Source: an optimization exercise on an open RTL-to-GDS flow (aim: small area and few clock cycles). Production flows keep margins and buffers that such runs may drop.
Function was checked by simulation only, so behaviour that the tests miss may differ from the original.
Power is estimated from default activity; no workload was simulated.

Setup of build 31:
## ka_top
module ka_top (
	input logic clk,
	input logic pi_reset,
	input logic key_exa,
	input logic key_ex_nxt,
	input logic key_dep,
	input logic key_dep_nxt,
	input logic fm_enable_sw,
	input ka_pkg::addr_t as,
	input ka_pkg::word_t ds,
	output ka_pkg::word_t ar,
	output ka_pkg::addr_t ma,
	output logic key_busy,
	output logic key_done,
	output logic nxm,
	input logic membus_addr_ack,
	input logic membus_rd_rs,
	input ka_pkg::word_t membus_mb_in,
	output logic membus_rq_cyc,
	output logic membus_rd_rq,
	output logic membus_wr_rq,
	output logic membus_wr_rs,
	output ka_pkg::addr_t membus_ma,
	output ka_pkg::word_t membus_mb_out
);
	localparam int FA = WORD_W - FM_ADDR_W;	 
	localparam logic [5:0] LFSR_SEED = 6'b000001;
	localparam logic [5:0] LFSR_TERM = 6'b100000;
	localparam logic [5:0] LFSR_NXM = 6'b000010;
	ka_pkg::word_t rw [0:FM_WORDS-1];
	logic rv [0:FM_WORDS-1];	 
	logic [3:0] ptr;
	ka_pkg::word_t ar_q;
	logic inflight;	 
	logic dep_f;
	logic fm_wait;	 
	logic fm_done;	 
	logic rq_pend;	 
	logic rd_wait;	 
	logic [5:0] lfsr;
	logic key_any;
	logic key_next;
	logic key_dep_any;
	logic accept;
	logic to_fm;
	ka_pkg::addr_t ma_next;
	logic rd_end;
	logic nxm_end;
	logic rq_start;
	logic [3:0] d_acc;
	logic [3:0] d_cur;
	logic al_acc;
	logic al_cur;
	logic [1:0] tap_sel;
	logic rd_now;
	logic ld_tap;
	logic s_ds;
	logic s_q;
	logic fm_wr;
	ka_pkg::word_t ar_d;
	assign key_any = key_exa | key_ex_nxt | key_dep | key_dep_nxt;
	assign key_next = ~key_exa & (key_ex_nxt | ~key_dep & key_dep_nxt);
	assign key_dep_any = ~key_exa & ~key_ex_nxt & (key_dep | key_dep_nxt);
	assign ma_next = key_next ? ma + 1'b1 : as;	 
	assign to_fm = fm_enable_sw && ma_next[WORD_W-ADDR_W:FA-1] == '0;
	assign rd_end = rd_wait & membus_rd_rs;
	assign nxm_end = inflight & nxm & lfsr == LFSR_NXM;
	assign membus_wr_rs = membus_rq_cyc & dep_f & membus_addr_ack;
	assign key_done = fm_done | nxm_end | membus_wr_rs | rd_end;
	assign key_busy = inflight & ~key_done;
	assign accept = key_any & ~key_busy;
  ...
Size in the first run: roughly 1,100 cells after synthesis, about 660 flip-flops.
==> flow/config.mk <==
export PLATFORM = sky130hd
export DESIGN_NAME = ka_top
export DESIGN_NICKNAME = ka_top
export VERILOG_FILES = /design/flow/design.v
export SDC_FILE = /design/flow/constraint.sdc
export NUM_CORES = 4
export LEC_CHECK = 0
export CAP_MARGIN = 20
export CORE_MARGIN = 2
export CORE_UTILIZATION = 60
export SLEW_MARGIN = 20
==> flow/constraint.sdc <==
create_clock -name core_clock -period 10.0 [get_ports {clk}]
set_input_delay 2.0000 -clock core_clock [delete_from_list [all_inputs] [get_ports {clk}]]
set_output_delay 2.0000 -clock core_clock [all_outputs]
set_load 0.01 [all_outputs]
standard.sh (not shown) runs the stock make flow with config.mk's settings and CLKGATE_MAP_FILE= SYNTH_SCRIPT=/design/flow/synth_recipe.tcl, a recipe that flattens the netlist after the stock synthesis.
==> flow/flow/run.sh <==
#!/bin/bash
# The standard layout with three changes: ABC maps for area (no buffering or
# sizing, which the placement repair does anyway), the ports get the smallest
# buffer, and the clock tree uses clkbuf_8 leaves without dummy loads.
set -euo pipefail
cd "$(dirname "$0")/.."
W=$PWD
rm -rf "$W/scripts_mod"
cp -r "$FLOW_HOME/scripts" "$W/scripts_mod"
cp "$W/flow/abc_area.script" "$W/scripts_mod/abc_speed.script"
export SCRIPTS_DIR="$W/scripts_mod"
export BUFFER_PORTS_ARGS="-buffer_cell sky130_fd_sc_hd__buf_1"
export CTS_ARGS="-sink_clustering_enable -repair_clock_nets -dont_use_dummy_load -buf_list sky130_fd_sc_hd__clkbuf_8 -sink_clustering_size 18 -sink_clustering_max_diameter 50"
bash standard.sh > standard_flow.log 2>&1
==> flow/flow/abc_area.script <==
&get -n
&st
&syn3
&dch
&nf -R 1000
&put
Build 31 went all the way through the flow, and no timing, DRC or antenna check failed.
Testbench counts of build 31, summed over its fixed seeds: cycles 30,042.
#### Input delta (build 95 over build 31)
==> flow/flow/abc_area.script <==
&get -n
&st
&b
&dch
&nf -R 1000
&put
Findings:
- Higher combinational share of power goes to build 95 over build 31.
- Diff build 31 -> build 95 | slew at the pin closest to its max-slew limit | decrease of 0.16 ns
- The hold slack number comes out lower for build 95 vs build 31.
- Build 31 has lower proportion of final cell area spent on non-clock buffers than build 95.
- Re met1 usage in global routing: build 31 was higher than build 95.
- Build 31 has a lower global-route usage than build 95.
- On number of library cell types mapped by synthesis, the lower figure sits with build 31, not build 95.
For build 93, these inputs were changed with respect to build 95:
Settings: CTS_CLUSTER_DIAMETER newly set to 50; CTS_CLUSTER_SIZE newly set to 18; CTS_BUF_LIST newly set to sky130_fd_sc_hd__clkbuf_8.
==> flow/run.sh (new file) <==
#!/bin/bash
# synth_recipe.tcl (not shown) runs the flow's synth.tcl, then flattens the netlist and writes it again
# the make line also repeats each setting of config.mk as NAME=value (left out here)
make -C /OpenROAD-flow-scripts/flow DESIGN_CONFIG=/design/flow/config.mk WORK_HOME=/design/flow/orfs CLKGATE_MAP_FILE= SYNTH_SCRIPT=/design/flow/synth_recipe.tcl finish
removed: flow/flow/run.sh
removed: flow/flow/abc_area.script
removed: flow/standard.sh
### Flow results
- Clock network power share ended up 1.8 points higher on build 93 than on build 95.
- Per the comparison of build 93 with build 95, cell internal power dissipation now larger; synthesized area went up by 16%; arrival time of the worst setup path now sits higher; core utilization went up by 3.5 points; depth of the critical timing path with buffers and inverters included lost 2.
- On routed wire length, build 93 does worse than build 95.
- Build 93: pin slew with the least headroom to its limit higher than build 95
- The global routing met3 resource utilization in build 93 sits 0.70 points above the value recorded for build 95.
Input changes introduced in build 12 (baseline for comparison: build 93):
Settings: removing CTS_CLUSTER_DIAMETER (formerly 50); removing CTS_BUF_LIST (formerly sky130_fd_sc_hd__clkbuf_8); removing CTS_CLUSTER_SIZE (formerly 18).
==> flow/flow/run.sh (new file) <==
#!/bin/bash
# The standard layout with three changes: ABC maps for area (no buffering or
# sizing, which the placement repair does anyway), the ports get the smallest
# buffer, and the clock tree uses clkbuf_8 leaves without dummy loads.
set -euo pipefail
cd "$(dirname "$0")/.."
W=$PWD
rm -rf "$W/scripts_mod"
cp -r "$FLOW_HOME/scripts" "$W/scripts_mod"
cp "$W/flow/abc_area.script" "$W/scripts_mod/abc_speed.script"
export SCRIPTS_DIR="$W/scripts_mod"
export BUFFER_PORTS_ARGS="-buffer_cell sky130_fd_sc_hd__buf_1"
export CTS_ARGS="-sink_clustering_enable -repair_clock_nets -dont_use_dummy_load -buf_list sky130_fd_sc_hd__clkbuf_8 -sink_clustering_size 18 -sink_clustering_max_diameter 50"
bash standard.sh > standard_flow.log 2>&1
==> flow/flow/abc_area.script (new file) <==
&get -n
&st
&dch
&nf -R 1000
&put
==> flow/standard.sh (new file) <==
#!/bin/bash
# synth_recipe.tcl (not shown) runs the flow's synth.tcl, then flattens the netlist and writes it again
# the make line also repeats each setting of config.mk as NAME=value (left out here)
make -C /OpenROAD-flow-scripts/flow DESIGN_CONFIG=/design/flow/config.mk WORK_HOME=/design/flow/orfs CLKGATE_MAP_FILE= SYNTH_SCRIPT=/design/flow/synth_recipe.tcl "${@:-finish}"
removed: flow/run.sh
- Going from build 93 to build 12, the post-synthesis instance area was found to have gone down by about 13%.
- Build 12 vs build 93: sum of internal, switching and leakage power down by a little under 10%
- In build 12 relative to build 93, gate count after technology mapping had gone down by more than a quarter.
- [compare] base=build 93 new=build 12: wire length of the first global-routing pass moved down; synthesized net count moved down; final-report setup violation count level; post-layout instance area moved down.

[what the ideal ports hide]
The flow's constraints put no driver on any port. The routed layouts listed below were extracted and timed again, unchanged, in two steps. Step 1 sets driving cells, clkbuf_16 on the clock port and buf_2 on the other inputs (assumed; they add their load-dependent delay and slew). Step 2 moves the port delays by t, midway between the first and last clock arrival at a register: inputs arrive t later, outputs are due t later. That takes back most of the time a late clock gives input paths. Three values: no drivers, after step 1, after step 2; two values: the first two.
run | t, ns | slack for setup (ns) | latest minus earliest clock arrival (ns) | worst register clock-pin slew, ns | worst slew at a driven data input, ns
build 31 | 0.601 | 4.335 / 4.319 / 3.750 | 0.075 / 0.074 | 0.10 / 0.10 | 0.05
build 95 | 0.591 | 4.490 / 4.468 / 4.025 | 0.085 / 0.084 | 0.10 / 0.10 | 0.05
build 93 | 0.639 | 3.877 / 3.852 / 3.852 | 0.037 / 0.037 | 0.11 / 0.11 | 0.05
build 12 | 0.593 | 4.056 / 4.081 / 3.489 | 0.086 / 0.085 | 0.10 / 0.10 | 0.05
After both steps setup and hold are still met in every run listed. For build 31, which loses most, drivers alone change the setup slack by -0.016 ns; drivers and shift together by -0.585 ns.
